Context: an optimization exercise on an open-source flow, tuned for small area and a short achievable clock period. The choices shown serve that exercise and are no tape-out recipe.
At most, simulation tests tie the RTL to the original design; equivalence was not proved.
Function not checked in runs 2 and 3: the RTL went through the layout flow alone.
No activity file was given, so power comes from the tool's default toggle rates.

==> run.sh <==
#!/bin/bash
# synth_recipe.tcl (not shown) runs the flow's synth.tcl, then flattens the netlist and writes it again
# the make line also repeats each setting of config.mk as NAME=value (left out here)
make -C /OpenROAD-flow-scripts/flow DESIGN_CONFIG=/design/flow/config.mk WORK_HOME=/design/flow/orfs CLKGATE_MAP_FILE= SYNTH_SCRIPT=/design/flow/synth_recipe.tcl finish
==> design.v <==
module esm_instr_window #(
    parameter int bs = 16,
    parameter int IW = 32
) (
    input  logic                   clk,
    input  logic                   rst,
    input  logic                   in_valid,
    output logic                   in_ready,
    input  logic [IW-1:0]          in_instr,
    input  logic                   issue_req,
    input  logic [$clog2(bs)-1:0]  issue_index,
    output logic [0:bs-1]          independent_instr,
    output logic                   out_valid,
    output logic [IW-1:0]          out_instr,
    output logic [$clog2(bs)-1:0]  out_index,
    output logic                   issue_err,
    output logic [$clog2(bs):0]    occupancy
);
    localparam int          IDXW = $clog2(bs);
    localparam int          OCW  = IDXW + 1;
    localparam int unsigned BSU  = bs;
    logic [bs-1:0]   valid;
    logic [IW-1:0]   instr [bs];
    logic [bs-1:0]   blk   [bs];
    logic [0:bs-1]   ind;
    logic [bs-1:0]   conf;
    logic [bs-1:0]   iss;
    logic [bs-1:0]   first_free;
    logic            do_ins;
    logic            accept;
    function automatic logic hazard(
        input logic [4:0] rd_o, input logic [4:0] rs1_o, input logic [4:0] rs2_o,
        input logic [4:0] rd_y, input logic [4:0] rs1_y, input logic [4:0] rs2_y
    );
        logic raw, waw, war;
        raw = (rd_o != 5'd0) && ((rd_o == rs1_y) || (rd_o == rs2_y));
        waw = (rd_y != 5'd0) && (rd_y == rd_o);
        war = (rd_y != 5'd0) && ((rd_y == rs1_o) || (rd_y == rs2_o));
        hazard = raw | waw | war;
    endfunction
    always_comb begin
        for (int unsigned j = 0; j < BSU; j++)
            conf[j] = valid[j] &
                      hazard(instr[j][11:7], instr[j][19:15], instr[j][24:20],
                             in_instr[11:7], in_instr[19:15], in_instr[24:20]);
    end
    always_comb begin
        for (int unsigned i = 0; i < BSU; i++) begin
            ind[i] = valid[i];
            for (int unsigned j = 0; j < BSU; j++)
                if (i != j && blk[i][j]) ind[i] = 1'b0;
        end
    end
    always_comb begin
        logic seen;
        seen = 1'b0;
        for (int unsigned k = 0; k < BSU; k++) begin
            first_free[k] = !valid[k] && !seen;
            if (!valid[k]) seen = 1'b1;
        end
    end
    assign in_ready = ~rst & ~occupancy[OCW-1];
    assign do_ins   = in_valid & in_ready;
    assign accept   = issue_req & ind[issue_index];
    always_comb begin
        for (int unsigned j = 0; j < BSU; j++)
            iss[j] = accept && (issue_index == IDXW'(j));
    end
    always_ff @(posedge clk) begin
        for (int unsigned i = 0; i < BSU; i++) begin
            if (!valid[i]) instr[i] <= in_instr;
            for (int unsigned j = 0; j < BSU; j++)
                if (i != j)
                    blk[i][j] <= (valid[i] ? blk[i][j] : conf[j]) & ~iss[j];
        end
        if (rst) begin
            valid             <= '0;
            independent_instr <= '0;
            out_valid         <= 1'b0;
            out_instr         <= '0;
            out_index         <= '0;
            issue_err         <= 1'b0;
            occupancy         <= '0;
        end else begin
            independent_instr <= ind;
            out_valid         <= accept;
            issue_err         <= issue_req & ~accept;
            valid             <= (valid & ~iss) | (do_ins ? first_free : '0);
            if (accept) begin
                out_instr <= instr[issue_index];
                out_index <= issue_index;
            end
            case ({do_ins, accept})
                2'b10:   occupancy <= occupancy + OCW'(1);
                2'b01:   occupancy <= occupancy - OCW'(1);
                default: ;
            endcase
        end
    end
endmodule
==> constraint.sdc <==
create_clock -name core_clock -period 7.5 [get_ports {clk}]
set_input_delay 1.5000 -clock core_clock [delete_from_list [all_inputs] [get_ports {clk}]]
set_output_delay 1.5000 -clock core_clock [all_outputs]
set_load 0.01 [all_outputs]
==> config.mk <==
export PLATFORM = sky130hd
export DESIGN_NAME = esm_instr_window
export DESIGN_NICKNAME = esm_instr_window
export VERILOG_FILES = /design/flow/design.v
export SDC_FILE = /design/flow/constraint.sdc
export NUM_CORES = 4
export LEC_CHECK = 0
export CAP_MARGIN = 20
export CORE_MARGIN = 2
export CORE_UTILIZATION = 30
export PLACE_DENSITY = 0.5
export SLEW_MARGIN = 20
==> results of run 1 <==
[layout by cell type (no fill, tap or decap), types with 8 or more instances in the layout]
cell type / instances
edfxtp_1: 512
a22oi_1: 357
dfxtp_1: 315
nand2_1: 287
xor2_1: 242
o211ai_1: 239
xnor2_1: 161
nand3_1: 114
buf_4: 113
a21oi_1: 105
nor3_1: 88
clkbuf_16: 87
clkdlybuf4s50_1: 83
nor4_1: 49
nor2_1: 48
nand4_1: 46
a221oi_1: 36
mux2i_1: 36
a22o_1: 34
o221ai_1: 32
clkinv_2: 19
clkbuf_1: 18
or4_1: 17
inv_2: 16
nor4b_1: 13
buf_2: 11
a31oi_2: 9
nor4b_2: 8
clkbuf_8: 8
[registers in the layout, summed over array words and instances (netlist names)]
register,count
occupancy,5
independent_instr,16
valid,16
out_instr,32
instr,512
out_valid,1
out_index,4
blk,240
issue_err,1
[power by group]
group          internal [mW]  total [mW]  switching (mW)
logic                  0.295       0.894           0.599
clock network           2.44        4.36            1.92
registers               5.02        5.15           0.127
[layer usage]
layer  wire length (µm)  vias to the layer above  global-route usage, %
met1              58500                    13930                  28.93
met3              10510                      218                  3.401
li1                   -                    11960                      -
met5                 13                        -                      0
met4               4029                        2                  7.021
met2              64920                     1220                  35.16
[critical path, delay by kind of cell]
kind | cells | cell delay, ns
and+or+nand+nor | 7 | 2.05
buffers and inverters | 3 | 1.26
adders and majority gates | 2 | 0.70
AOI/OAI and AO/OA | 2 | 0.35
xor gates and xnor gates | 1 | 0.14
[worst min-delay path by stage]
stage / startpoint / to / slack, ns / cells past startpoint
3_3_place_gp: blk[4][0] / blk[4][0] / 0.45 / 2
6_report: blk[7][0] / blk[7][0] / 0.46 / 2
3_5_place_dp: blk[7][0] / blk[7][0] / 0.45 / 2
5_1_grt: blk[13][14] / blk[13][14] / 0.48 / 2
4_1_cts: blk[7][0] / blk[7][0] / 0.46 / 2
2_1_floorplan: blk[10][0] / blk[10][0] / 0.44 / 2
[area by class of cell]
class / instances / share of cell area [%]
antenna: 1 / 0.005937
tap: 1625 / 4.824
clock inverter: 46 / 1.095
multi-input combinational: 1988 / 32.68
clock buffer: 113 / 5.587
sequential: 827 / 51.44
timing repair buffer: 208 / 4.141
inverter: 24 / 0.2286
[cell families after synthesis]
group                    count (synthesis)  share of synthesized area, %
XOR/XNOR                               403                         9.638
AND/OR/NAND/NOR                        705                         9.443
AO/OA/AOI/OAI                          839                         16.75
adder cells (fa/ha/maj)                  5                        0.1913
buffers and inverters                  328                         3.792
multiplexers                            36                        0.9840
flip-flops                             827                         59.20
==> reports/metrics.yaml, run 1 <==
worst_setup_path:
  end_kind: "flop"
  cp.arrival_ns: 6.04
  critPathMaxFanout: 30
  slowest_stage: "clkdlybuf4s50_1"
  r2r_end: "occupancy[4]"
  required_ns: 8.03
  rr_worst_depth: 16
  cp-endpoint: "occupancy[4]"
  r2r_start: "valid[3]"
  critPathMaxStageDelay_ns: 0.89
  path_class: "in2reg"
  start_kind: "input port"
  r2r_slack_ns: 2.41
  crit_chain: "clkdlybuf4s50_1 -> and4bb_4 -> a22o_1 -> or3_1 -> or4_2 -> inv_6 -> ha_1 -> inv_1 -> fa_1 -> nor2b_1 -> o21ai_0 -> and3_1 -> nor3_1 -> xnor2_1 -> nor2_1"
  crit_start: "issue_index[1]"
synth:
  synth.area.top_cells: "edfxtp_1, dfxtp_1, a22oi_1"
  synth_top_cell_area_share_pct: 41.98
  ys_async_sr_fraction_pct: 0
  ys_ff_latch: 827
  ys_top_cells_by_count: "edfxtp_1, a22oi_1, dfxtp_1"
  yosysMostFrequentCell: "edfxtp_1"
  avgSynthCellArea_um2: 11.65
  seq_area_frac_synth_pct: 59.20
  synth_edf_count: 512
  synth_nets: 3188
  synth_cells: 3143
  synth_flop_cell: "edfxtp_1"
  ys_types: 52
  yosysTopAreaCell: "edfxtp_1"
  syn_area_mm2: 0.03662
  yosys_warnings: 3
clock_network:
  cts-resized-gates: 0
  cts_buffer_depth: 3
  path_clk_slew_ns: 0.06
  post_cts_buffers: 0
  numCtsBuffers: 85
  cts_hold_buffers: 0
  cts.sinks: 827
  cts.htree.levels: 3
  cts-root-buf: "clkbuf_16"
  cts_tree: "built"
  clock_latency_ns: 0.68
die:
  die_x_um: 353.4
  start_util_pct: 30.17
  ioPinCount: 100
  coreArea_mm2: 0.1214
  die_h_um: 353.4
  rows: 128
  die-area_mm2: 0.1249
sta:
  skew_ns: 0.02508
  worst_slew_pin_slew_ns: 1.125
  setup-violations-final: 0
  hold_viol: 0
  period_share_pct: 73.49
  tns_ns: 0
  layout_setup_ws_ns: 1.988
  slew_viol_final: 0
  max_slew_margin_pct: 24.33
  rsz0062_at_grt: "false"
  fmax_mhz: 181.4
  min_period_ns: 5.512
  worst_hold_slack_ns: 0.4593
route:
  drc: 0
  viasPerCell: 5.654
  dr.pass1.iters: 5
  drt_iter0_drc: 2721
  vias: 27320
  wl_mm: 138.0
  wire_per_inst_um: 28.55
  ant_nets: 0
power_and_ir_drop:
  total_power_mw: 10.41
  p_leak_nw: 14.97
  vdd_drop_max_uv: 197.6
  power_density_mw_per_mm2: 246.9
flow_run:
  cap_violations: 0
global_routing:
  antenna_found_initial: 1
  grt_pass1_wl_mm: 198.1
  grt-ovfl-total: 0
  grt_max_degree: 77
  grt_pass1_vias: 26600
  track_usage_pct: 21.46
placed_design:
  dp_hpwl_mm: 77.40
  dpl_cell_area_mm2: 0.03933
  dpl.cell_count: 4672
  gp_congestion: 0.8334
  place_worst_setup_slack_ns: 1.357
  io_buffers: 99
finish:
  multiInputGateArea_mm2: 0.01377
  post-route-util_pct: 34.72
  fin_cells: 4832
  finalNetCount: 3179
  syn2layout_area_growth_pct: 15.09
  drive_gt1_share_pct: 9.763
  fillers: 12170
  final_cell_area_mm2: 0.04215
  ff_latch_area_mm2: 0.02168
run_status:
  status: "timing/DRC/antenna clean"
hold_path:
  hp-class: "reg2reg"
==> run 2: changes to the inputs <==
--- a/design.v
+++ b/design.v
@@ -28,6 +28,8 @@
     logic [bs-1:0]   first_free;
     logic            do_ins;
     logic            accept;
+    logic [OCW-1:0]  occ_inc;
+    logic [OCW-1:0]  occ_dec;
     function automatic logic hazard(
         input logic [4:0] rd_o, input logic [4:0] rs1_o, input logic [4:0] rs2_o,
         input logic [4:0] rd_y, input logic [4:0] rs1_y, input logic [4:0] rs2_y
@@ -61,11 +63,13 @@
     end
     assign in_ready = ~rst & ~occupancy[OCW-1];
     assign do_ins   = in_valid & in_ready;
-    assign accept   = issue_req & ind[issue_index];
     always_comb begin
         for (int unsigned j = 0; j < BSU; j++)
-            iss[j] = accept && (issue_index == IDXW'(j));
+            iss[j] = issue_req && ind[j] && (issue_index == IDXW'(j));
     end
+    assign accept   = |iss;
+    assign occ_inc  = occupancy + OCW'(1);
+    assign occ_dec  = occupancy - OCW'(1);
     always_ff @(posedge clk) begin
         for (int unsigned i = 0; i < BSU; i++) begin
             if (!valid[i]) instr[i] <= in_instr;
@@ -90,11 +94,10 @@
                 out_instr <= instr[issue_index];
                 out_index <= issue_index;
             end
-            case ({do_ins, accept})
-                2'b10:   occupancy <= occupancy + OCW'(1);
-                2'b01:   occupancy <= occupancy - OCW'(1);
-                default: ;
-            endcase
+            if (accept)
+                occupancy <= do_ins ? occupancy : occ_dec;
+            else
+                occupancy <= do_ins ? occ_inc : occupancy;
         end
     end
 endmodule
==> run 2 against run 1 <==
Final cell count decreased by 6.8%; still clean on timing, DRC and antenna; global-route usage decreased by 0.88 points; fmax increased by 7.2%; via count decreased by 10%; clock power increased by 2%.
==> reports/metrics.yaml, run 2 <==
clock_network:
  cts-resized-gates: 0
  numCtsBuffers: 90
  post_cts_buffers: 0
  cts-root-buf: "clkbuf_16"
  cts.sinks: 827
  cts.htree.levels: 3
  cts_buffer_depth: 3
  cts_tree: "built"
  clock_latency_ns: 0.68
  cts_hold_buffers: 0
  path_clk_slew_ns: 0.06
route:
  vias: 24570
  ant_nets: 0
  dr.pass1.iters: 8
  wl_mm: 124.2
  wire_per_inst_um: 27.60
  drc: 0
  drt_iter0_drc: 2522
  viasPerCell: 5.457
sta:
  tns_ns: 0
  fmax_mhz: 194.6
  setup-violations-final: 0
  hold_viol: 0
  worst_slew_pin_slew_ns: 1.217
  min_period_ns: 5.140
  rsz0062_at_grt: "false"
  max_slew_margin_pct: 18.77
  worst_hold_slack_ns: 0.4511
  layout_setup_ws_ns: 2.360
  skew_ns: 0.04992
  slew_viol_final: 0
  period_share_pct: 68.53
synth:
  synth.area.top_cells: "edfxtp_1, dfxtp_1, xor2_1"
  synth_edf_count: 512
  ys_top_cells_by_count: "edfxtp_1, dfxtp_1, nand2_1"
  synth_nets: 2981
  yosysMostFrequentCell: "edfxtp_1"
  syn_area_mm2: 0.03458
  ys_ff_latch: 827
  synth_top_cell_area_share_pct: 44.46
  seq_area_frac_synth_pct: 62.69
  synth_flop_cell: "edfxtp_1"
  ys_types: 51
  ys_async_sr_fraction_pct: 0
  avgSynthCellArea_um2: 11.78
  synth_cells: 2937
  yosys_warnings: 3
  yosysTopAreaCell: "edfxtp_1"
global_routing:
  grt-ovfl-total: 0
  antenna_found_initial: 7
  grt_pass1_vias: 23530
  grt_max_degree: 54
  track_usage_pct: 20.59
  grt_pass1_wl_mm: 175.8
finish:
  drive_gt1_share_pct: 10.00
  reg_top3: "instr (512), blk (240), out_instr (32)"
  finalNetCount: 2959
  largest_register: "instr"
  syn2layout_area_growth_pct: 15.58
  fillers: 11210
  post-route-util_pct: 34.96
  fin_cells: 4502
  mostFrequentLayoutCell: "edfxtp_1"
  final_cell_area_mm2: 0.03997
  largest_reg_flops: 512
  layout_common_cells: "edfxtp_1, dfxtp_1, nand2_1, o22ai_1, xor2_1"
power_and_ir_drop:
  power_density_mw_per_mm2: 254.5
  total_power_mw: 10.17
  vdd_drop_max_uv: 238.6
  p_leak_nw: 13.59
placed_design:
  dpl_cell_area_mm2: 0.03702
  place_worst_setup_slack_ns: 1.777
  io_buffers: 99
  dp_hpwl_mm: 70.55
  dpl.cell_count: 4334
  gp_congestion: 0.8374
worst_setup_path:
  r2r_slack_ns: 3.36
  r2r_end: "occupancy[4]"
  r2r_start: "valid[8]"
  end_kind: "flop"
  required_ns: 8.09
  path_class: "in2reg"
  rr_worst_depth: 13
  cp.arrival_ns: 5.73
  start_kind: "input port"
  critPathMaxFanout: 18
die:
  die-area_mm2: 0.1180
  ioPinCount: 100
  start_util_pct: 30.25
  die_h_um: 343.5
  coreArea_mm2: 0.1143
  rows: 124
  die_x_um: 343.5
hold_path:
  hold_path_depth: 2
  hp-class: "reg2reg"
  worstHoldEndpoint: "out_instr[31]"
  worstHoldStart: "out_instr[31]"
run_status:
  status: "timing/DRC/antenna clean"
flow_run:
  cap_violations: 0
==> run 2: cell count changes after synthesis, sizes merged, moves of 20 or more <==
cell,previous run,this run
a22oi,357,160
a31oi,17,38
buf,81,102
mux2i,36,0
nor3,89,109
o211ai,239,0
o22ai,1,240
==> run 2: final cells by class <==
| class | count | area, µm² | share of cell area (%) |
|---|---|---|---|
| diodes | 1 | 2.502 | 0.006260 |
| clock buffers | 127 | 2545 | 6.367 |
| clock inverters | 39 | 381.6 | 0.9547 |
| inverters | 19 | 73.82 | 0.1847 |
| multi-input cells | 1783 | 11750 | 29.39 |
| flip-flops and latches | 827 | 21680 | 54.24 |
| well taps | 1512 | 1892 | 4.733 |
| repair buffers | 194 | 1650 | 4.129 |
==> run 2: where the power goes <==
part,switching [mW],total [mW],internal (mW)
Combinational,0.388,0.607,0.219
Clock,1.92,4.44,2.52
Sequential,0.120,5.12,5.00
Total,2.43,10.2,7.75
==> run 2: worst max path at each step <==
stage | start | to | slack, ns | cells after the start
final | issue_index[1] | occupancy[4] | 2.36 | 13
after global routing | issue_index[1] | occupancy[4] | 2.23 | 13
after CTS | issue_index[1] | occupancy[4] | 2.47 | 13
after detailed placement | issue_index[1] | occupancy[4] | 1.78 | 13
after global placement | issue_index[1] | occupancy[4] | 1.80 | 13
after floorplan | issue_index[3] | occupancy[4] | 3.21 | 14
==> run 2: metal layers <==
layer  vias to the layer above  wire [µm]  track usage, %
li1                      10900          -               -
met1                     12410      54490           28.64
met2                      1013      56160           32.13
met3                       243       8620           3.271
met4                         6       4954           7.969
met5                         -         29               0
==> run 2: logic make-up (layout without fill, tap and decap cells) <==
family | after synthesis | count (layout) | share of synthesized area (%)
xor gates and xnor gates | 403 | 403 | 10.25
buffers and inverters | 327 | 379 | 3.737
AOI/OAI and AO/OA | 656 | 656 | 12.92
DFF | 827 | 827 | 62.69
adders and majority gates | 4 | 4 | 0.1664
and+or+nand+nor | 720 | 720 | 10.24
other | 0 | 1 | 0
==> run 2: critical path, cell delays in order <==
cell and delay, ns:
clkdlybuf4s50_1 0.84, and4b_2 0.30, nand2_1 0.11, nor2_1 0.07
buf_4 0.23, nor4_1 0.67, nand3_2 0.54, ha_1 0.50
nor2b_1 0.14, o21ai_0 0.13, nand2b_1 0.10, or4_1 0.40
a31oi_1 0.17
==> run 3: changes to the inputs <==
--- a/config.mk
+++ b/config.mk
@@ -9,4 +9,5 @@
 export CORE_MARGIN = 2
 export CORE_UTILIZATION = 30
 export PLACE_DENSITY = 0.5
+export SETUP_SLACK_MARGIN = 3.0
 export SLEW_MARGIN = 20
==> run 3 against run 2 <==
Register-to-register slack gained 0.42 ns; global-route usage is essentially flat; fmax grew 19%; final area grew 0.16%; critical path type unchanged.
==> reports/metrics.yaml, run 3 <==
clock_network:
  cts-root-buf: "clkbuf_16"
  cts.htree.levels: 3
  cts_tree: "built"
  path_clk_slew_ns: 0.06
  clock_latency_ns: 0.68
  numCtsBuffers: 90
  cts_hold_buffers: 0
  cts.sinks: 827
  cts_buffer_depth: 3
flow_run:
  cap_violations: 0
synth:
  avgSynthCellArea_um2: 11.78
  ys_top_cells_by_count: "edfxtp_1, dfxtp_1, nand2_1"
  synth_edf_count: 512
  synth.area.top_cells: "edfxtp_1, dfxtp_1, xor2_1"
  ys_async_sr_fraction_pct: 0
  ys_ff_latch: 827
  ys_types: 51
  yosysTopAreaCell: "edfxtp_1"
  yosysMostFrequentCell: "edfxtp_1"
  yosys_warnings: 3
  seq_area_frac_synth_pct: 62.69
  synth_flop_cell: "edfxtp_1"
  syn_area_mm2: 0.03458
  synth_cells: 2937
  synth_nets: 2981
  synth_top_cell_area_share_pct: 44.46
worst_setup_path:
  critPathMaxFanout: 18
  r2r_start: "blk[10][11]"
  r2r_slack_ns: 3.78
  cp.arrival_ns: 4.90
  required_ns: 8.09
  start_kind: "input port"
  end_kind: "flop"
  r2r_end: "occupancy[4]"
  path_class: "in2reg"
  rr_worst_depth: 12
die:
  coreArea_mm2: 0.1143
  ioPinCount: 100
  start_util_pct: 30.25
  die_h_um: 343.5
  die-area_mm2: 0.1180
  rows: 124
  die_x_um: 343.5
sta:
  skew_ns: 0.04983
  worst_slew_pin_slew_ns: 1.179
  rsz0062_at_grt: "false"
  tns_ns: 0
  fmax_mhz: 231.9
  hold_viol: 0
  period_share_pct: 57.50
  min_period_ns: 4.313
  setup-violations-final: 0
  slew_viol_final: 0
  max_slew_margin_pct: 21.40
route:
  wire_per_inst_um: 27.59
  vias: 24540
  viasPerCell: 5.447
  dr.pass1.iters: 7
  drc: 0
  ant_nets: 0
  wl_mm: 124.3
  drt_iter0_drc: 2484
finish:
  mostFrequentLayoutCell: "edfxtp_1"
  drive_gt1_share_pct: 10.13
  fin_cells: 4505
  finalNetCount: 2962
  syn2layout_area_growth_pct: 15.76
  layout_common_cells: "edfxtp_1, dfxtp_1, nand2_1, o22ai_1, xor2_1"
  reg_top3: "instr (512), blk (240), out_instr (32)"
  largest_reg_flops: 512
  largest_register: "instr"
global_routing:
  grt_pass1_vias: 23600
  track_usage_pct: 20.60
  grt_pass1_wl_mm: 176.0
  grt_max_degree: 54
  grt-ovfl-total: 0
  antenna_found_initial: 7
power_and_ir_drop:
  power_density_mw_per_mm2: 253.9
  p_leak_nw: 13.63
  vdd_drop_max_uv: 239.0
hold_path:
  hold_path_depth: 2
  worstHoldEndpoint: "out_instr[31]"
  hp-class: "reg2reg"
  worstHoldStart: "out_instr[31]"
run_status:
  status: "timing/DRC/antenna clean"
placed_design:
  dp_hpwl_mm: 70.55
  dpl.cell_count: 4334
  gp_congestion: 0.8374
  io_buffers: 99
==> run 3: cell counts after synthesis <==
Identical to the previous run, type by type.
==> run 3: layout make-up <==
cell class              count  area (µm²)
diodes                      1       2.502
clock buffers             127        2545
clock inverters            39       381.6
fillers                 11210       74310
inverters                  19       73.82
multi-input cells        1783       11780
flip-flops and latches    827       21680
well taps                1512        1892
repair buffers            197        1682
==> run 3: cell families after synthesis <==
| kind of cell | Yosys count | share of synthesized area, % |
|---|---|---|
| flip-flops | 827 | 62.69 |
| adder cells (fa/ha/maj) | 4 | 0.1664 |
| XOR/XNOR | 403 | 10.25 |
| AO/OA/AOI/OAI | 656 | 12.92 |
| buffers and inverters | 327 | 3.737 |
| AND/OR/NAND/NOR | 720 | 10.24 |
==> run 3: stage by stage <==
stage | hold slack, ns | cell area, µm² | util, % | power (mW) | setup WS [ns]
after floorplan | 0.4501 | 34580 | - | 5.559 | 3.209
after global placement | 0.4413 | 37000 | 32.36 | 5.817 | 1.803
after detailed placement | 0.4474 | 37020 | 32.38 | 5.822 | 1.777
after CTS | 0.4558 | 39990 | 34.98 | 10.24 | 3.152
after global routing | 0.4804 | 40030 | 35.01 | 10.47 | 3.083
final | 0.4521 | 40040 | 35.01 | 10.17 | 3.187
==> run 3: how the worst max path moves through the flow <==
| stage | from | to | slack [ns] | cells after the start |
|---|---|---|---|---|
| finish | issue_index[1] | occupancy[4] | 3.19 | 14 |
| global route | issue_index[0] | occupancy[4] | 3.08 | 14 |
| CTS | issue_index[2] | occupancy[4] | 3.15 | 14 |
| detailed placement | issue_index[1] | occupancy[4] | 1.78 | 13 |
| global placement | issue_index[1] | occupancy[4] | 1.80 | 13 |
| floorplan | issue_index[3] | occupancy[4] | 3.21 | 14 |
==> run 3: what timing repair did <==
item	in CTS	in global routing
endpoints found under the setup margin	42	1
hold endpoints to repair	0	0
pin swaps	1	1
gates resized for setup	5	1
setup buffers	2	0
==> run 3: routing by layer <==
| metal | global-route usage, % | up-vias | share of wire (%) |
|---|---|---|---|
| met5 | 0 | - | 0.023 |
| met4 | 8.070 | 6 | 4.2 |
| met3 | 3.255 | 260 | 7.1 |
| met2 | 32.17 | 1049 | 45 |
| met1 | 28.61 | 12320 | 44 |
| li1 | - | 10910 | - |
==> run 3: where the power goes <==
| group | switching (mW) | internal, mW | total (mW) |
|---|---|---|---|
| clock | 1.91 | 2.52 | 4.44 |
| sequential | 0.120 | 5.00 | 5.12 |
| combinational | 0.388 | 0.219 | 0.607 |
| total | 2.42 | 7.75 | 10.2 |
==> run 3: critical path, cell delays in order <==
cell and delay, ns:
dlygate4sd2_1 0.59, buf_4 0.33, nor4bb_4 0.07, nand2_1 0.11, nor2_1 0.06, buf_4 0.24, nor4_4 0.46, nand3_4 0.15
ha_1 0.35, nor2b_1 0.14, o21ai_0 0.18, nand2b_1 0.11, or4_1 0.41, a31oi_1 0.17
==> run 4: changes to the inputs <==
--- a/design.v
+++ b/design.v
@@ -94,10 +94,9 @@
                 out_instr <= instr[issue_index];
                 out_index <= issue_index;
             end
-            if (accept)
-                occupancy <= do_ins ? occupancy : occ_dec;
-            else
-                occupancy <= do_ins ? occ_inc : occupancy;
+            occupancy <= ({OCW{do_ins & ~accept}} & occ_inc) |
+                         ({OCW{accept & ~do_ins}} & occ_dec) |
+                         ({OCW{do_ins ~^ accept}} & occupancy);
         end
     end
 endmodule
--- a/config.mk
+++ b/config.mk
@@ -9,5 +9,5 @@
 export CORE_MARGIN = 2
 export CORE_UTILIZATION = 30
 export PLACE_DENSITY = 0.5
-export SETUP_SLACK_MARGIN = 3.0
+export SETUP_SLACK_MARGIN = 4.0
 export SLEW_MARGIN = 20
==> run 4 against run 3 <==
Count of clock-buffer cells in the layout grew 3; non-clock buffer count rose by 17; sequential cell count unchanged; highest routed layer unchanged.
==> reports/metrics.yaml, run 4 <==
die:
  die-area_mm2: 0.1253
  die_x_um: 354.0
  ioPinCount: 100
  die_h_um: 354.0
  coreArea_mm2: 0.1217
  rows: 128
  start_util_pct: 30.20
synth:
  ys_ff_latch: 827
  syn_area_mm2: 0.03676
  synth_edf_count: 512
  synth_nets: 3138
  ys_top_cells_by_count: "edfxtp_1, dfxtp_1, nand2_1"
  synth_top_cell_area_share_pct: 41.83
  ys_types: 86
  synth_cells: 3094
  yosys_warnings: 3
  avgSynthCellArea_um2: 11.88
  synth.area.top_cells: "edfxtp_1, dfxtp_1, xor2_1"
  yosysTopAreaCell: "edfxtp_1"
  seq_area_frac_synth_pct: 58.98
  ys_async_sr_fraction_pct: 0
  synth_flop_cell: "edfxtp_1"
  yosysMostFrequentCell: "edfxtp_1"
route:
  drc: 0
  met3_length_mm: 10.58
  viasPerCell: 5.575
  wl_met2_mm: 64.84
  drt_iter0_drc: 3183
  ant_nets: 0
  dr.pass1.iters: 8
  wire_per_inst_um: 29.71
  top_layer: "met5"
  m1WireLength_mm: 62.35
  wl_mm: 144.2
  vias: 27070
finish:
  multiInputGateArea_mm2: 0.01394
  fillers: 12010
  mostFrequentLayoutCell: "edfxtp_1"
  finalNetCount: 3201
  largest_register: "instr"
  drive_gt1_share_pct: 13.96
  reg_top3: "instr (512), blk (240), out_instr (32)"
  syn2layout_area_growth_pct: 16.84
  num_antenna_cells: 0
  ff_latch_area_mm2: 0.02168
  layout_common_cells: "edfxtp_1, dfxtp_1, nand2_1, xor2_1, o22ai_1"
  largest_reg_flops: 512
clock_network:
  clock_latency_ns: 0.69
  cts_buffer_depth: 3
  numCtsBuffers: 92
  cts-root-buf: "clkbuf_16"
  cts_tree: "built"
  path_clk_slew_ns: 0.06
  cts.htree.levels: 3
  cts.sinks: 827
sta:
  worst_hold_slack_ns: 0.4671
  hold_viol: 0
  fmax_mhz: 279.9
  min_period_ns: 3.573
  skew_ns: 0.03228
  rsz0062_at_grt: "true"
  slew_viol_final: 0
  setup-violations-final: 0
  max_slew_margin_pct: 24.31
  worst_slew_pin_slew_ns: 1.130
  period_share_pct: 47.64
  tns_ns: 0
power_and_ir_drop:
  switching_share_pct: 24.85
  p_int_mw: 7.977
  p_seq_share_pct: 48.4
  total_power_mw: 10.61
  vdd_drop_max_uv: 177.3
  p_comb_share_pct: 8.2
  power_density_mw_per_mm2: 247.2
  p_clk_share_pct: 43.4
  p_leak_nw: 14.82
  p_sw_mw: 2.638
global_routing:
  grt_max_degree: 43
  grt_pass1_vias: 25560
  track_usage_pct: 22.37
  grt_pass1_wl_mm: 202.0
  antenna_found_initial: 3
  grt-ovfl-total: 0
hold_path:
  hp-class: "reg2reg"
worst_setup_path:
  path_class: "in2reg"
  crit_chain: "clkbuf_8 -> buf_8 -> xor2_1 -> nor3_1 -> a22oi_1 -> a21oi_1 -> o221ai_4 -> buf_12 -> o22ai_1"
  start_kind: "input port"
  slowest_stage: "a21oi_1"
  critPathMaxFanout: 41
  critPathMaxStageDelay_ns: 0.55
  cp.arrival_ns: 4.17
  required_ns: 8.09
  end_kind: "flop"
run_status:
  status: "timing/DRC/antenna clean"
flow_run:
  cap_violations: 0
placed_design:
  gp_congestion: 0.9264
  io_buffers: 99
  dp_hpwl_mm: 90.55
==> run 4: cell count changes in the layout (fill, tap and decap cells not counted), sizes merged, moves of 35 or more <==
cell	change
o21ai	+35
mux2i	+55
xor2	+80
xnor2	-80
mux2	+46
nor2	+90
a22oi	-84
==> run 4: cell families after synthesis <==
group | share of synthesized area (%)
flops | 58.98
simple gates | 10.97
compound gates | 13.06
xor+xnor | 9.579
buf+inv | 3.993
mux | 3.275
fa+ha+maj | 0.1362
==> run 4: area by class of cell <==
cell class	instances	share of cell area, %
clock buffers	130	5.996
clock inverters	38	1.075
inverters	28	0.2535
multi-input cells	1994	32.45
flip-flops and latches	827	50.48
well taps	1625	4.734
repair buffers	214	5.005
==> run 4: metal layers <==
metal	up-vias	GRT usage [%]
li1	11740	-
met1	13790	31.14
met2	1262	34.49
met3	275	3.526
met4	4	9.483
met5	-	0
==> run 4: worst paths after layout <==
path | start | to | slack [ns] | cells past startpoint
hold reg to reg | out_instr[4] | out_instr[4] | 0.47 | 2
setup / recovery | in_instr[10] | blk[5][4] | 3.93 | 9
hold / removal | out_instr[4] | out_instr[4] | 0.47 | 2
setup reg to reg | blk[2][11] | occupancy[4] | 4.05 | 11
==> run 4: through the flow <==
stage	instances	util, %	instance area (µm²)	setup WS, ns
3_5_place_dp	4655	32.04	39000	2.218
3_3_place_gp	4655	32.04	38990	2.229
2_1_floorplan	3094	-	36760	4.133
4_1_cts	4844	35.08	42700	3.951
5_1_grt	4856	35.28	42950	3.971
6_report	4856	35.28	42950	3.927
==> run 4: critical path, delay by kind of cell <==
family                 cells  cell delay (ns)
XOR/XNOR                   1             0.11
AO/OA/AOI/OAI              4             1.05
buffers and inverters      3             0.91
AND/OR/NAND/NOR            1             0.52
==> run 4: power by group through the flow <==
stage,logic [mW],registers (mW),clock network [mW]
floorplan,0.512,5.18,0
global placement,0.820,5.22,0
detailed placement,0.821,5.23,0
CTS,0.847,5.13,4.68
global route,0.910,5.15,4.86
finish,0.871,5.13,4.61
==> run 4: what timing repair did <==
action / 4_1_cts / 5_1_grt
gates cloned: 2 / 1
buffers inserted: 19 / 11
hold buffers: 0 / 0
setup endpoints to repair: 284 / 186
pin swaps: 14 / 7
resized for setup: 90 / 32
==> run 5: changes to the inputs <==
--- a/config.mk
+++ b/config.mk
@@ -7,7 +7,9 @@
 export LEC_CHECK = 0
 export CAP_MARGIN = 20
 export CORE_MARGIN = 2
-export CORE_UTILIZATION = 30
-export PLACE_DENSITY = 0.5
+export CORE_UTILIZATION = 45
+export CTS_BUF_LIST = sky130_fd_sc_hd__clkbuf_8
+export CTS_CLUSTER_SIZE = 30
+export PLACE_DENSITY = 0.6
 export SETUP_SLACK_MARGIN = 4.0
 export SLEW_MARGIN = 20
==> run 5 against run 4 <==
Still clean on timing, DRC and antenna; routed wire length is 5.0% lower; total power shrank 4.5%; final area down 2.7%; critical path type unchanged.
==> reports/metrics.yaml, run 5 <==
run_status:
  status: "timing/DRC/antenna clean"
sta:
  setup-violations-final: 0
  period_share_pct: 47.92
  slew_viol_final: 0
  fmax_mhz: 278.2
  max_slew_margin_pct: 18.49
  worst_hold_slack_ns: 0.4699
  tns_ns: 0
  hold_viol: 0
  min_period_ns: 3.594
  worst_slew_pin_slew_ns: 1.217
  skew_ns: 0.03406
  rsz0062_at_grt: "true"
synth:
  synth_nets: 3138
  ys_async_sr_fraction_pct: 0
  syn_area_mm2: 0.03676
  ys_top_cells_by_count: "edfxtp_1, dfxtp_1, nand2_1"
  ys_types: 86
  yosysTopAreaCell: "edfxtp_1"
  synth_cells: 3094
  synth_top_cell_area_share_pct: 41.83
  synth_edf_count: 512
  yosys_warnings: 3
  ys_ff_latch: 827
  synth.area.top_cells: "edfxtp_1, dfxtp_1, xor2_1"
  seq_area_frac_synth_pct: 58.98
  synth_flop_cell: "edfxtp_1"
  yosysMostFrequentCell: "edfxtp_1"
  avgSynthCellArea_um2: 11.88
hold_path:
  hp-class: "reg2reg"
  hold_path_depth: 2
  worstHoldStart: "out_instr[30]"
  worstHoldEndpoint: "out_instr[30]"
worst_setup_path:
  start_kind: "input port"
  critPathMaxFanout: 19
  end_kind: "flop"
  required_ns: 8.22
  r2r_end: "occupancy[3]"
  r2r_start: "blk[12][1]"
  rr_worst_depth: 12
  r2r_slack_ns: 3.92
  cp.arrival_ns: 4.31
  path_class: "in2reg"
finish:
  drive_gt1_share_pct: 14.82
  syn2layout_area_growth_pct: 13.73
  post-route-util_pct: 51.82
  largest_reg_flops: 512
  finalNetCount: 3244
  layout_common_cells: "edfxtp_1, dfxtp_1, nand2_1, xor2_1, o22ai_1"
  largest_register: "instr"
  mostFrequentLayoutCell: "edfxtp_1"
  reg_top3: "instr (512), blk (240), out_instr (32)"
flow_run:
  cap_violations: 0
clock_network:
  clock_latency_ns: 0.81
  cts-root-buf: "clkbuf_8"
  cts.sinks: 827
  cts_buffer_depth: 3
  numCtsBuffers: 142
  cts.htree.levels: 4
  cts_tree: "built"
  path_clk_slew_ns: 0.06
  cts_hold_buffers: 0
power_and_ir_drop:
  vdd_drop_max_uv: 162.2
  p_leak_nw: 14.85
  power_density_mw_per_mm2: 242.5
die:
  die_h_um: 289.8
  die_x_um: 289.8
  die-area_mm2: 0.08399
  ioPinCount: 100
  coreArea_mm2: 0.08068
  rows: 104
  start_util_pct: 45.56
global_routing:
  track_usage_pct: 31.93
  grt_pass1_vias: 26960
  grt_max_degree: 53
  grt-ovfl-total: 0
  grt_pass1_wl_mm: 195.3
  antenna_found_initial: 6
route:
  viasPerCell: 6.395
  vias: 27980
  wl_mm: 137.0
  ant_nets: 0
  wire_per_inst_um: 31.32
  drc: 0
  dr.pass1.iters: 6
  drt_iter0_drc: 3752
placed_design:
  dp_hpwl_mm: 86.72
  io_buffers: 99
  gp_congestion: 0.9923
run 5: logic make-up after synthesis:
kind of cell / Yosys count / synth area share, %
AND/OR/NAND/NOR: 822 / 10.97
flip-flops: 827 / 58.98
multiplexers: 107 / 3.275
adder cells (fa/ha/maj): 4 / 0.1362
AO/OA/AOI/OAI: 658 / 13.06
buffers and inverters: 274 / 3.993
XOR/XNOR: 402 / 9.579
run 5: worst max path at each step:
stage | startpoint | to | slack [ns] | cells past startpoint
final | in_instr[17] | blk[10][14] | 3.91 | 8
after global routing | issue_index[0] | occupancy[3] | 3.92 | 14
after CTS | rst | in_ready | 4.00 | 4
after detailed placement | issue_index[1] | out_instr[17] | 2.22 | 8
after global placement | issue_index[1] | out_instr[31] | 2.24 | 8
after floorplan | issue_req | occupancy[3] | 4.13 | 12
run 5: through the flow:
stage          total power [mW]  worst slack (ns)  std cells  instance area, µm²
5_1_grt                   10.42             3.922       4375               41800
4_1_cts                   10.13             4.004       4362               41570
3_3_place_gp              6.011             2.244       4074               38150
3_5_place_dp              6.030             2.218       4076               38200
2_1_floorplan             5.688             4.133       3094               36760
6_report                  10.14             3.906       4375               41800
run 5: per-layer routing:
metal	track usage [%]	vias to the layer above	routed length (µm)
li1	-	11840	-
met1	43.06	13920	54150
met2	49.47	1837	61810
met3	6.817	376	14320
met4	14.66	2	6723
met5	0	-	9
run 5: cell type report:
class / count / area (µm²)
timing repair buffer: 205 / 1908
tap: 1060 / 1326
fill: 7037 / 38870
multi-input combinational: 1996 / 13890
inverter: 28 / 110.1
sequential: 827 / 21680
clock buffer: 169 / 2326
antenna: 1 / 2.502
clock inverter: 89 / 556.8
run 5: repair_timing:
action,CTS,global route
resized for setup,61,27
setup buffers,24,11
setup endpoints to repair,281,202
cloned,4,0
pin swaps,13,2
run 5: where the power goes:
group	switching (mW)	total, mW	leakage, nW	internal [mW]
Combinational	0.566	0.861	5.27	0.295
Clock	1.93	4.14	1.65	2.21
Sequential	0.132	5.14	7.94	5.01
Total	2.63	10.1	14.9	7.51
run 5: worst max-delay path: stages:
cell and delay, ns:
buf_2 0.43, buf_4 0.44, xor2_1 0.13, nor3_1 0.28
nand3_1 0.11, a21oi_1 0.66, o221ai_4 0.44, o22ai_1 0.29
==> run 6: changes to the inputs <==
--- a/config.mk
+++ b/config.mk
@@ -8,8 +8,6 @@
 export CAP_MARGIN = 20
 export CORE_MARGIN = 2
 export CORE_UTILIZATION = 45
-export CTS_BUF_LIST = sky130_fd_sc_hd__clkbuf_8
-export CTS_CLUSTER_SIZE = 30
 export PLACE_DENSITY = 0.6
-export SETUP_SLACK_MARGIN = 4.0
+export SETUP_SLACK_MARGIN = 4.6
 export SLEW_MARGIN = 20
==> run 6 against run 5 <==
Critical path depth decreased by 4; utilization increased by 3.9 points; first-iteration DRC count increased by 9.2%; still clean; sequential share of layout area decreased by 3.6 points; largest power group unchanged; highest routed layer unchanged.
==> reports/metrics.yaml, run 6 <==
route:
  dr.pass1.iters: 8
  vias: 28880
  ant_nets: 0
  wire_per_inst_um: 33.24
  drt_iter0_drc: 4097
  viasPerCell: 6.556
  wl_mm: 146.4
  drc: 0
finish:
  largest_register: "instr"
  drive_gt1_share_pct: 20.51
  final_cell_area_mm2: 0.04493
  syn2layout_area_growth_pct: 22.23
  largest_reg_flops: 512
  layout_common_cells: "edfxtp_1, nand2_1, dfxtp_1, xor2_1, o22ai_1"
  mostFrequentLayoutCell: "edfxtp_1"
  finalNetCount: 3314
  reg_top3: "instr (512), blk (240), out_instr (32)"
  post-route-util_pct: 55.69
clock_network:
  cts.htree.levels: 3
  cts_hold_buffers: 0
  cts.sinks: 827
  clock_latency_ns: 0.67
  path_clk_slew_ns: 0.06
  cts_tree: "built"
  cts_buffer_depth: 3
  cts-root-buf: "clkbuf_16"
  numCtsBuffers: 89
power_and_ir_drop:
  p_seq_share_pct: 48.1
  p_clk_share_pct: 42.3
  total_power_mw: 10.69
  power_density_mw_per_mm2: 237.8
  vdd_drop_max_uv: 291.1
  p_sw_mw: 2.694
  switching_share_pct: 25.21
  p_int_mw: 7.992
  p_comb_share_pct: 9.6
  p_leak_nw: 16.19
synth:
  synth_nets: 3138
  synth_flop_cell: "edfxtp_1"
  ys_types: 86
  yosysTopAreaCell: "edfxtp_1"
  synth_top_cell_area_share_pct: 41.83
  synth_edf_count: 512
  avgSynthCellArea_um2: 11.88
  syn_area_mm2: 0.03676
  synth_cells: 3094
  ys_async_sr_fraction_pct: 0
  synth.area.top_cells: "edfxtp_1, dfxtp_1, xor2_1"
  yosys_warnings: 3
  ys_ff_latch: 827
  ys_top_cells_by_count: "edfxtp_1, dfxtp_1, nand2_1"
  yosysMostFrequentCell: "edfxtp_1"
  seq_area_frac_synth_pct: 58.98
global_routing:
  grt_max_degree: 49
  antenna_found_initial: 2
  grt_pass1_vias: 27510
  grt-ovfl-total: 0
  grt_pass1_wl_mm: 203.2
  track_usage_pct: 33.45
worst_setup_path:
  required_ns: 6.00
  critPathMaxStageDelay_ns: 0.13
  rr_worst_depth: 12
  worst-path-buf-inv: 3
  path_class: "in2out"
  slowest_stage: "buf_12"
  end_kind: "output port"
  crit_chain: "buf_16 -> buf_12 -> nor2_4 -> buf_6"
  critPathMaxFanout: 2
  start_kind: "input port"
  cp_top_family: "buffers and inverters"
  cp.arrival_ns: 1.96
  cp.depth: 4
sta:
  max_slew_margin_pct: 22.43
  skew_ns: 0.03077
  hold_viol: 0
  period_share_pct: 46.09
  worst_hold_slack_ns: 0.4652
  worst_slew_pin_slew_ns: 1.163
  tns_ns: 0
  fmax_mhz: 289.3
  min_period_ns: 3.456
  rsz0062_at_grt: "true"
  slew_viol_final: 0
  setup-violations-final: 0
die:
  start_util_pct: 45.56
  die-area_mm2: 0.08399
  die_x_um: 289.8
  ioPinCount: 100
  die_h_um: 289.8
  coreArea_mm2: 0.08068
  rows: 104
run_status:
  status: "timing/DRC/antenna clean"
placed_design:
  dpl_cell_area_mm2: 0.03852
  dp_hpwl_mm: 85.26
  io_buffers: 99
  gp_congestion: 0.9556
hold_path:
  hp-class: "reg2reg"
  hold_path_depth: 2
flow_run:
  cap_violations: 0
run 6: kinds of logic (layout without fill, tap and decap cells):
| kind of cell | after synthesis | in the layout | synth area share, % |
|---|---|---|---|
| AOI/OAI and AO/OA | 658 | 658 | 13.06 |
| adders and majority gates | 4 | 4 | 0.1362 |
| other | 0 | 1 | 0 |
| and+or+nand+nor | 822 | 825 | 10.97 |
| DFF | 827 | 827 | 58.98 |
| xor gates and xnor gates | 402 | 402 | 9.579 |
| muxes | 107 | 107 | 3.275 |
| buffers and inverters | 274 | 521 | 3.993 |
run 6: final timing paths:
path / from / slack [ns] / to
worst max register to register: blk[6][0] / 4.61 / occupancy[3]
worst min register to register: out_instr[26] / 0.47 / out_instr[26]
worst max-delay path: rst / 4.04 / in_ready
worst min-delay path: out_instr[26] / 0.47 / out_instr[26]
run 6: power by group through the flow:
stage	Sequential [mW]	Clock (mW)	Combinational [mW]
final	5.14	4.52	1.03
after global routing	5.15	4.73	1.06
after CTS	5.13	4.54	0.949
after detailed placement	5.23	0	0.824
after global placement	5.22	0	0.812
after floorplan	5.18	0	0.532
run 6: layout make-up:
type | count | area, µm²
fill | 6611 | 35750
sequential | 827 | 21700
multi-input combinational | 1996 | 14850
timing repair buffer | 328 | 3931
clock buffer | 115 | 2441
tap | 1060 | 1326
clock inverter | 50 | 555.5
inverter | 28 | 127.6
antenna | 1 | 2.502
run 6: tightest hold or removal path: cells and delay by family, from the launching register on:
family,cells,cell delay [ns]
simple gates,1,0.06
mux,1,0.05
flops,1,0.30
run 6: stage by stage:
| step | cells | setup slack (ns) |
|---|---|---|
| floorplan | 3094 | 4.283 |
| global placement | 4083 | 2.496 |
| detailed placement | 4084 | 2.505 |
| CTS | 4360 | 4.052 |
| global route | 4404 | 4.023 |
| finish | 4405 | 4.044 |
run 6: routing by layer:
metal  GRT usage (%)  vias up  wire [µm]
li1                -    11980          -
met1           44.10    14300      54730
met2           51.18     2123      64410
met3           7.315      465      17120
met4           19.00        2      10130
met5               0        -         12
run 6: what timing repair did:
action,4_1_cts,5_1_grt
pin swaps,49,33
setup endpoints to repair,353,242
cloned,17,7
resized for setup,332,90
setup buffers,94,37
==> run 7: changes to the inputs <==
==> flow/run.sh (new file) <==
#!/bin/bash
# Standard layout, with plain buf_1 cells as the port buffers instead of the
# delay cells buffer_ports picks by default.
set -e
echo 'export BUFFER_PORTS_ARGS = -buffer_cell sky130_fd_sc_hd__buf_1' >> config.mk
bash standard.sh > standard.log 2>&1
==> standard.sh (new file) <==
#!/bin/bash
# synth_recipe.tcl (not shown) runs the flow's synth.tcl, then flattens the netlist and writes it again
# the make line also repeats each setting of config.mk as NAME=value (left out here)
make -C /OpenROAD-flow-scripts/flow DESIGN_CONFIG=/design/flow/config.mk WORK_HOME=/design/flow/orfs CLKGATE_MAP_FILE= SYNTH_SCRIPT=/design/flow/synth_recipe.tcl "${@:-finish}"
--- a/config.mk
+++ b/config.mk
@@ -9,5 +9,6 @@
 export CORE_MARGIN = 2
 export CORE_UTILIZATION = 45
 export PLACE_DENSITY = 0.6
-export SETUP_SLACK_MARGIN = 4.6
+export SETUP_SLACK_MARGIN = 4.0
 export SLEW_MARGIN = 20
+export BUFFER_PORTS_ARGS = -buffer_cell sky130_fd_sc_hd__buf_1
removed: run.sh
==> run 7 against run 6 <==
Area after synthesis did not move; critical path depth grew 4; sequential cell count stayed put; final cell count is 2.3% lower; routed wire length down 4.9%; via count is 4.0% lower; sequential share of layout area up 3.3 points; count of clock-buffer cells in the layout is 2 lower; utilization fell by 3.6 points; first-iteration DRC count fell by 4.0%; combinational power is 15% lower; largest cell class unchanged; highest routed layer unchanged.
==> reports/metrics.yaml, run 7 <==
route:
  drt_iter0_drc: 3933
  wire_per_inst_um: 32.35
  viasPerCell: 6.436
  ant_nets: 0
  vias: 27710
  drc: 0
  wl_mm: 139.3
  dr.pass1.iters: 6
finish:
  largest_register: "instr"
  mostFrequentLayoutCell: "edfxtp_1"
  largest_reg_flops: 512
  reg_top3: "instr (512), blk (240), out_instr (32)"
  final_cell_area_mm2: 0.04202
  syn2layout_area_growth_pct: 14.32
  drive_gt1_share_pct: 14.73
  layout_common_cells: "edfxtp_1, dfxtp_1, nand2_1, xor2_1, o22ai_1"
  finalNetCount: 3212
run_status:
  status: "timing/DRC/antenna clean"
synth:
  ys_types: 86
  seq_area_frac_synth_pct: 58.98
  ys_ff_latch: 827
  avgSynthCellArea_um2: 11.88
  ys_top_cells_by_count: "edfxtp_1, dfxtp_1, nand2_1"
  synth_nets: 3138
  syn_area_mm2: 0.03676
  synth_top_cell_area_share_pct: 41.83
  synth_cells: 3094
  yosysTopAreaCell: "edfxtp_1"
  yosysMostFrequentCell: "edfxtp_1"
  yosys_warnings: 3
  synth.area.top_cells: "edfxtp_1, dfxtp_1, xor2_1"
  synth_edf_count: 512
  synth_flop_cell: "edfxtp_1"
  ys_async_sr_fraction_pct: 0
placed_design:
  io_buffers: 99
  dpl_cell_area_mm2: 0.03774
  gp_congestion: 0.9941
  dp_hpwl_mm: 87.66
clock_network:
  numCtsBuffers: 89
  cts.htree.levels: 3
  cts-root-buf: "clkbuf_16"
  clock_latency_ns: 0.68
  cts.sinks: 827
  path_clk_slew_ns: 0.06
  cts_buffer_depth: 3
  cts_tree: "built"
worst_setup_path:
  critPathMaxFanout: 40
  critPathMaxStageDelay_ns: 0.54
  cp.arrival_ns: 4.16
  crit_chain: "clkbuf_8 -> buf_4 -> nand2b_1 -> nor2_2 -> a221oi_1 -> a31o_2 -> a31oi_1 -> mux2_1"
  start_kind: "input port"
  required_ns: 8.11
  slowest_stage: "buf_4"
  rr_worst_depth: 12
  path_class: "in2reg"
  end_kind: "flop"
die:
  start_util_pct: 45.56
  rows: 104
  coreArea_mm2: 0.08068
  die_x_um: 289.8
  ioPinCount: 100
  die_h_um: 289.8
  die-area_mm2: 0.08399
power_and_ir_drop:
  vdd_drop_max_uv: 222.8
  p_int_mw: 8.134
  p_clk_share_pct: 44.4
  p_seq_share_pct: 47.5
  switching_share_pct: 24.67
  power_density_mw_per_mm2: 257.0
  p_leak_nw: 14.74
  p_sw_mw: 2.663
  p_comb_share_pct: 8.1
sta:
  tns_ns: 0
  min_period_ns: 3.542
  hold_viol: 0
  worst_hold_slack_ns: 0.4686
  fmax_mhz: 282.3
  rsz0062_at_grt: "true"
  period_share_pct: 47.23
  setup-violations-final: 0
  max_slew_margin_pct: 20.48
  skew_ns: 0.04549
  worst_slew_pin_slew_ns: 1.191
  slew_viol_final: 0
flow_run:
  cap_violations: 0
global_routing:
  track_usage_pct: 32.23
  grt_max_degree: 50
  antenna_found_initial: 6
  grt_pass1_vias: 26370
  grt_pass1_wl_mm: 195.7
  grt-ovfl-total: 0
hold_path:
  hp-class: "reg2reg"
  hold_path_depth: 2
## run 7: power groups by stage
stage | registers [mW] | logic [mW] | clock network [mW]
6_report | 5.13 | 0.873 | 4.79
2_1_floorplan | 5.18 | 0.512 | 0
3_5_place_dp | 5.23 | 0.799 | 0
4_1_cts | 5.13 | 0.834 | 4.82
5_1_grt | 5.15 | 0.903 | 5.00
3_3_place_gp | 5.22 | 0.787 | 0
## run 7: cell families after synthesis
logic type	share of synthesized area, %
AO/OA/AOI/OAI	13.06
multiplexers	3.275
flip-flops	58.98
AND/OR/NAND/NOR	10.97
XOR/XNOR	9.579
adder cells (fa/ha/maj)	0.1362
buffers and inverters	3.993
## run 7: repair_timing
item / CTS / global route
cloned: 5 / 2
gates resized for setup: 87 / 28
setup endpoints to repair: 284 / 206
setup buffers: 35 / 12
pin swaps: 11 / 5
hold buffers: 0 / 0
## run 7: path summary, 6_finish.rpt
kind	start	to	slack (ns)
setup / recovery	issue_index[3]	out_instr[25]	3.96
hold / removal	out_instr[28]	out_instr[28]	0.47
setup reg to reg	blk[14][7]	occupancy[3]	3.98
hold reg to reg	out_instr[28]	out_instr[28]	0.47
## run 7: metrics by stage
step / util [%] / cells / setup WS [ns] / total power [mW]
2_1_floorplan: - / 3094 / 4.133 / 5.688
3_3_place_gp: 46.76 / 4082 / 2.157 / 6.007
3_5_place_dp: 46.78 / 4083 / 2.122 / 6.026
4_1_cts: 51.75 / 4290 / 4.001 / 10.78
5_1_grt: 52.08 / 4304 / 3.980 / 11.05
6_report: 52.09 / 4305 / 3.958 / 10.80
## run 7: worst max-delay path: cells and delay by family
kind	cells	cell delay (ns)
buf+inv	2	0.86
compound gates	3	0.78
simple gates	2	0.75
mux	1	0.19
## run 7: cell type report
type / instances / area, µm²
timing repair buffer: 226 / 1664
clock buffer: 113 / 2460
fill: 6957 / 38660
sequential: 827 / 21680
inverter: 28 / 108.9
tap: 1060 / 1326
multi-input combinational: 1996 / 13990
antenna: 1 / 2.502
clock inverter: 54 / 784.5
## run 7: layer usage
layer,GRT usage (%),up-vias,part of all wire (%)
met5,0,-,0.0086
met4,16.15,2,5.3
met3,6.786,358,11
met2,48.94,1877,44
met1,43.86,13710,39
li1,-,11760,-
==> run 8: changes to the inputs <==
--- a/config.mk
+++ b/config.mk
@@ -8,6 +8,8 @@
 export CAP_MARGIN = 20
 export CORE_MARGIN = 2
 export CORE_UTILIZATION = 45
+export CTS_CLUSTER_DIAMETER = 100
+export CTS_CLUSTER_SIZE = 20
 export PLACE_DENSITY = 0.6
 export SETUP_SLACK_MARGIN = 4.0
 export SLEW_MARGIN = 20
==> run 8 against run 7 <==
Still clean; critical path depth unchanged; worst setup slack worse by 0.036 ns; combinational power increased by 0.6%; first-iteration DRC count barely moved; final area down 4.0%; utilization is 2.1 points lower; count of clock-buffer cells in the layout fell by 39; routed wire length shrank 0.54%; sequential cell count is the same; synthesized cell count unchanged; highest routed layer unchanged; sequential share of layout area rose by 2.2 points.
==> reports/metrics.yaml, run 8 <==
finish:
  mostFrequentLayoutCell: "edfxtp_1"
  largest_register: "instr"
  multiInputGateArea_mm2: 0.01405
  syn2layout_area_growth_pct: 9.708
  reg_top3: "instr (512), blk (240), out_instr (32)"
  finalNetCount: 3170
  layout_common_cells: "edfxtp_1, dfxtp_1, nand2_1, xor2_1, o22ai_1"
  drive_gt1_share_pct: 12.55
  post-route-util_pct: 49.98
  fin_cells: 4217
  ff_latch_area_mm2: 0.02168
  fillers: 7121
  largest_reg_flops: 512
die:
  die_h_um: 289.8
  rows: 104
  ioPinCount: 100
  start_util_pct: 45.56
  die_x_um: 289.8
  die-area_mm2: 0.08399
  coreArea_mm2: 0.08068
synth:
  seq_area_frac_synth_pct: 58.98
  synth_nets: 3138
  ys_types: 86
  synth_top_family_by_area: "compound AO/OA/AOI/OAI gates"
  synth_edf_count: 512
  synth.area.top_cells: "edfxtp_1, dfxtp_1, xor2_1"
  synth_mux_area_share_pct: 3.275
  synth_compound_area_share_pct: 13.06
  yosys.area_share.simple_pct: 10.97
  synthXorXnorAreaFrac_pct: 9.579
  synth-adder-area-share_pct: 0.1362
  syn_area_mm2: 0.03676
  yosysTopAreaCell: "edfxtp_1"
  yosys_warnings: 3
  ys_async_sr_fraction_pct: 0
  synth_cells: 3094
  ys_ff_latch: 827
  avgSynthCellArea_um2: 11.88
  yosysMostFrequentCell: "edfxtp_1"
  synth_top_cell_area_share_pct: 41.83
  synth_flop_cell: "edfxtp_1"
  ys_top_cells_by_count: "edfxtp_1, dfxtp_1, nand2_1"
clock_network:
  cts_buffer_depth: 3
  cts.htree.levels: 2
  cts_tree: "built"
  cts.sinks: 827
  numCtsBuffers: 49
  path_clk_slew_ns: 0.08
  cts_hold_buffers: 0
  cts-root-buf: "clkbuf_16"
  clock_latency_ns: 0.64
sta:
  period_share_pct: 47.70
  setup-violations-final: 0
  slew_viol_final: 0
  hold_viol: 0
  rsz0062_at_grt: "true"
  skew_ns: 0.02723
  min_period_ns: 3.578
  layout_setup_ws_ns: 3.922
  fmax_mhz: 279.5
  tns_ns: 0
  max_slew_margin_pct: 20.85
  worst_slew_pin_slew_ns: 1.185
global_routing:
  grt_max_degree: 50
  use_met1_pct: 43.58
  grt_pass1_wl_mm: 193.3
  antenna_found_initial: 4
  busiest_layer: "met2"
  track_usage_pct: 31.74
  met2_usage_pct: 48.11
  grtUsageMet3_pct: 5.967
  grt-ovfl-total: 0
  grt_pass1_vias: 25920
worst_setup_path:
  path_class: "in2reg"
  critPathMaxFanout: 40
  cp.arrival_ns: 4.15
  required_ns: 8.08
  end_kind: "flop"
  start_kind: "input port"
power_and_ir_drop:
  switching_share_pct: 25.71
  p_sw_mw: 2.280
  total_power_mw: 8.868
  p_seq_share_pct: 57.8
  p_int_mw: 6.588
  vdd_drop_max_uv: 174.8
  p_clk_share_pct: 32.3
  power_density_mw_per_mm2: 219.9
  p_comb_share_pct: 9.9
  p_leak_nw: 13.90
route:
  vias: 27480
  drt_iter0_drc: 3931
  wire_per_inst_um: 32.85
  drc: 0
  dr.pass1.iters: 6
  viasPerCell: 6.516
  wl_mm: 138.5
  ant_nets: 0
placed_design:
  place_worst_setup_slack_ns: 2.122
  gp_congestion: 0.9941
  dpl.cell_count: 4083
  dp_hpwl_mm: 87.66
  io_buffers: 99
run_status:
  status: "timing/DRC/antenna clean"
hold_path:
  hp-class: "reg2reg"
flow_run:
  cap_violations: 0
-- run 8: cell types whose count changed in the layout (fill, tap and decap cells not counted), sizes merged --
cell,previous run,this run
buf,202,200
clkbuf,135,96
diode,1,2
clkinvlp,8,0
bufinv,14,0
clkinv,37,7
inv,23,27
-- run 8: kinds of logic after synthesis --
group,Yosys count
XOR/XNOR,402
buffers and inverters,274
AND/OR/NAND/NOR,822
multiplexers,107
AO/OA/AOI/OAI,658
flip-flops,827
adder cells (fa/ha/maj),4
-- run 8: per-layer routing --
layer / routed length [µm] / vias up
met1: 54340 / 13630
li1: - / 11620
met2: 61000 / 1831
met3: 14830 / 397
met4: 8323 / 4
met5: 28 / -
-- run 8: cell type report --
class	instances	area share [%]
Tap cell	1060	3.289
Clock buffer	74	3.432
Antenna cell	2	0.01241
Multi-Input combinational cell	1996	34.85
Clock inverter	6	0.2265
Inverter	28	0.2699
Timing Repair Buffer	224	4.161
Sequential cell	827	53.76
-- run 8: repair_timing --
item                                    CTS  global route
gates cloned                              5             2
pin swaps                                13             5
endpoints found under the hold margin     0             0
endpoints found under the setup margin  286           185
buffers inserted                         31            14
gates resized for setup                  88            39
-- run 8: power groups by stage --
stage	clock network [mW]	logic (mW)	registers [mW]
floorplan	0	0.512	5.18
global placement	0	0.787	5.22
detailed placement	0	0.799	5.23
CTS	2.88	0.832	5.12
global route	3.04	0.907	5.14
finish	2.87	0.878	5.13
-- run 8: final timing paths --
path,to,from,slack (ns),cells past startpoint
hold / removal,out_instr[28],out_instr[28],0.47,2
setup / recovery,out_instr[25],issue_index[3],3.92,8
hold reg to reg,out_instr[28],out_instr[28],0.47,2
setup reg to reg,occupancy[3],blk[7][8],4.14,12
-- run 8: per-stage QoR --
stage / cell area (µm²) / hold WS [ns]
after floorplan: 36760 / 0.4476
after global placement: 37720 / 0.4509
after detailed placement: 37740 / 0.4604
after CTS: 39980 / 0.4741
after global routing: 40320 / 0.4931
final: 40330 / 0.4730
-- run 8: worst max-delay path, stage by stage --
cell and delay, ns:
clkbuf_8 0.35, buf_4 0.55, nand2b_1 0.21, nor2_2 0.52, a221oi_1 0.19, a31o_2 0.24
a31oi_1 0.33, mux2_1 0.19
==> run 9: changes to the inputs <==
--- a/config.mk
+++ b/config.mk
@@ -11,6 +11,6 @@
 export CTS_CLUSTER_DIAMETER = 100
 export CTS_CLUSTER_SIZE = 20
 export PLACE_DENSITY = 0.6
-export SETUP_SLACK_MARGIN = 4.0
+export SETUP_SLACK_MARGIN = 4.3
 export SLEW_MARGIN = 20
 export BUFFER_PORTS_ARGS = -buffer_cell sky130_fd_sc_hd__buf_1
==> run 9 against run 8 <==
Still clean; clock power fell by 2%; count of clock-buffer cells in the layout did not move; fmax grew 2.8%; via count increased by 0.60%; synthesized cell count unchanged; sequential power is essentially flat; critical path type is now in2out.
==> reports/metrics.yaml, run 9 <==
run_status:
  status: "timing/DRC/antenna clean"
finish:
  finalNetCount: 3193
  final_cell_area_mm2: 0.04100
  layout_common_cells: "edfxtp_1, dfxtp_1, nand2_1, xor2_1, o22ai_1"
  syn2layout_area_growth_pct: 11.55
  fin_cells: 4238
  largest_reg_flops: 512
  drive_gt1_share_pct: 14.10
  fillers: 6994
  post-route-util_pct: 50.82
  largest_register: "instr"
  reg_top3: "instr (512), blk (240), out_instr (32)"
  mostFrequentLayoutCell: "edfxtp_1"
  num_antenna_cells: 0
placed_design:
  io_buffers: 99
  dpl_cell_area_mm2: 0.03786
  dpl.cell_count: 4082
  dp_hpwl_mm: 87.49
  gp_congestion: 0.9594
worst_setup_path:
  critPathMaxFanout: 2
  end_kind: "output port"
  slowest_stage: "buf_12"
  crit_chain: "clkbuf_16 -> buf_12 -> nor2_4 -> buf_6"
  cp.arrival_ns: 1.98
  start_kind: "input port"
  cp_top_family: "buffers and inverters"
  path_class: "in2out"
  required_ns: 6.00
  worst-path-buf-inv: 3
  critPathMaxStageDelay_ns: 0.14
sta:
  min_period_ns: 3.480
  period_share_pct: 46.40
  fmax_mhz: 287.4
  hold_viol: 0
  worst_slew_pin_slew_ns: 1.119
  skew_ns: 0.03532
  rsz0062_at_grt: "true"
  setup-violations-final: 0
  tns_ns: 0
  slew_viol_final: 0
  worst_hold_slack_ns: 0.4709
  max_slew_margin_pct: 25.43
synth:
  ys_types: 86
  ys_async_sr_fraction_pct: 0
  yosysMostFrequentCell: "edfxtp_1"
  synth_top_cell_area_share_pct: 41.83
  ys_ff_latch: 827
  syn_area_mm2: 0.03676
  seq_area_frac_synth_pct: 58.98
  yosys_warnings: 3
  synth_nets: 3138
  synth_cells: 3094
  synth.area.top_cells: "edfxtp_1, dfxtp_1, xor2_1"
  yosysTopAreaCell: "edfxtp_1"
  synth_flop_cell: "edfxtp_1"
  synth_edf_count: 512
  ys_top_cells_by_count: "edfxtp_1, dfxtp_1, nand2_1"
  avgSynthCellArea_um2: 11.88
power_and_ir_drop:
  p_leak_nw: 14.16
  p_sw_mw: 2.296
  p_seq_share_pct: 57.9
  power_density_mw_per_mm2: 216.0
  p_int_mw: 6.560
  p_clk_share_pct: 31.8
  vdd_drop_max_uv: 189.1
  switching_share_pct: 25.92
  p_comb_share_pct: 10.4
die:
  rows: 104
  die-area_mm2: 0.08399
  start_util_pct: 45.56
  coreArea_mm2: 0.08068
  ioPinCount: 100
  die_h_um: 289.8
  die_x_um: 289.8
clock_network:
  cts_tree: "built"
  path_clk_slew_ns: 0.09
  cts-root-buf: "clkbuf_16"
  clock_latency_ns: 0.64
  cts_buffer_depth: 3
  cts.sinks: 827
  cts_hold_buffers: 0
  cts.htree.levels: 2
  numCtsBuffers: 48
global_routing:
  grt_pass1_vias: 26410
  grt_pass1_wl_mm: 197.6
  track_usage_pct: 32.43
  antenna_found_initial: 1
  grt_max_degree: 49
  grt-ovfl-total: 0
route:
  wl_mm: 140.8
  vias: 27640
  wire_per_inst_um: 33.22
  drc: 0
  dr.pass1.iters: 6
  viasPerCell: 6.523
  ant_nets: 0
  drt_iter0_drc: 3926
hold_path:
  hp-class: "reg2reg"
flow_run:
  cap_violations: 0
-- run 9: metal layers --
metal / routed length [µm] / GRT usage [%]
met1: 54430 / 43.58
met2: 63220 / 50.25
met3: 15240 / 7.047
met4: 7888 / 15.08
met5: 12 / 0
-- run 9: power by group through the flow --
stage	logic, mW	registers (mW)	clock network [mW]
2_1_floorplan	0.518	5.18	0
3_3_place_gp	0.796	5.22	0
3_5_place_dp	0.808	5.23	0
4_1_cts	0.878	5.12	2.82
5_1_grt	0.951	5.14	2.97
6_report	0.919	5.12	2.81
-- run 9: cells by family (layout without fill, tap and decap cells) --
family                   Yosys count  after routing  synth area share, %
flip-flops                       827            827                58.98
AND/OR/NAND/NOR                  822            825                10.97
AO/OA/AOI/OAI                    658            658                13.06
XOR/XNOR                         402            402                9.579
buffers and inverters            274            355                3.993
multiplexers                     107            107                3.275
adder cells (fa/ha/maj)            4              4               0.1362
-- run 9: worst min-delay path, stage by stage (launching register included) --
cell and delay, ns:
dfxtp_1 0.32, nand2_1 0.06, mux2i_1 0.06
-- run 9: worst paths after layout --
path | from | slack [ns] | to | cells past startpoint
setup / recovery | rst | 4.02 | in_ready | 4
hold / removal | out_instr[15] | 0.47 | out_instr[15] | 2
setup reg to reg | blk[13][0] | 4.33 | occupancy[4] | 12
hold reg to reg | out_instr[15] | 0.47 | out_instr[15] | 2
-- run 9: what timing repair did --
| item | CTS | global route |
|---|---|---|
| cloned | 10 | 2 |
| gates resized for setup | 132 | 43 |
| endpoints found under the setup margin | 288 | 221 |
| pin swaps | 28 | 9 |
| buffers inserted | 60 | 5 |
-- run 9: stage by stage --
step                      setup WS (ns)  power [mW]
final                             4.020       8.856
after CTS                         4.034       8.818
after detailed placement          2.421       6.033
after global routing              4.005       9.057
after floorplan                   4.283       5.694
after global placement            2.475       6.014
-- run 9: final cells by class --
cell class,instances,area [µm²],area share [%]
repair buffers,248,2200,5.364
multi-input cells,1996,14290,34.85
flip-flops and latches,827,21680,52.88
inverters,28,113.9,0.2777
clock inverters,5,73.82,0.1800
well taps,1060,1326,3.235
clock buffers,74,1320,3.219

## port drivers added, routing unchanged
How much do the figures lean on ideal ports? The routed layouts below were timed once more, with nothing changed but the port constraints.
Step 1 sets driving cells, clkbuf_16 on the clock port and buf_2 on the other inputs (assumed; they add their load-dependent delay and slew).
Step 2 adds t to the input delays and takes it off the output delays; t is the mean of the earliest and latest rising clock arrival at the registers after step 1. Input paths then give back, and output paths get back, about the clock's delay inside the block.
Three values: no drivers, after step 1, after step 2; two values: the first two.
| run | t, ns | setup WS [ns] | hold WS [ns] | worst setup path after step 2 | cell pins on the clock port's net |
|---|---|---|---|---|---|
| run 1 | 0.732 | 1.988 / 2.021 / 1.289 | 0.459 / 0.459 / 0.459 | input to register | 1 |
| run 2 | 0.726 | 2.360 / 2.405 / 1.679 | 0.451 / 0.451 / 0.451 | input to register | 1 |
| run 3 | 0.725 | 3.187 / 3.236 / 2.511 | 0.452 / 0.452 / 0.452 | input to register | 1 |
| run 4 | 0.746 | 3.927 / 3.939 / 3.223 | 0.467 / 0.467 / 0.467 | input to register | 1 |
| run 5 | 0.853 | 3.906 / 3.886 / 3.033 | 0.470 / 0.470 / 0.470 | input to register | 1 |
| run 6 | 0.728 | 4.044 / 3.983 / 3.634 | 0.465 / 0.465 / 0.465 | input to register | 1 |
| run 7 | 0.726 | 3.958 / 3.787 / 3.185 | 0.469 / 0.469 / 0.469 | input to register | 1 |
| run 8 | 0.698 | 3.922 / 3.791 / 3.209 | 0.473 / 0.473 / 0.473 | input to register | 1 |
| run 9 | 0.690 | 4.020 / 3.980 / 3.403 | 0.471 / 0.471 / 0.471 | input to register | 1 |
After both steps every run listed still meets setup and hold. The setup slack of run 5, which loses most, moves by -0.020 ns with the drivers and by -0.873 ns with both steps.
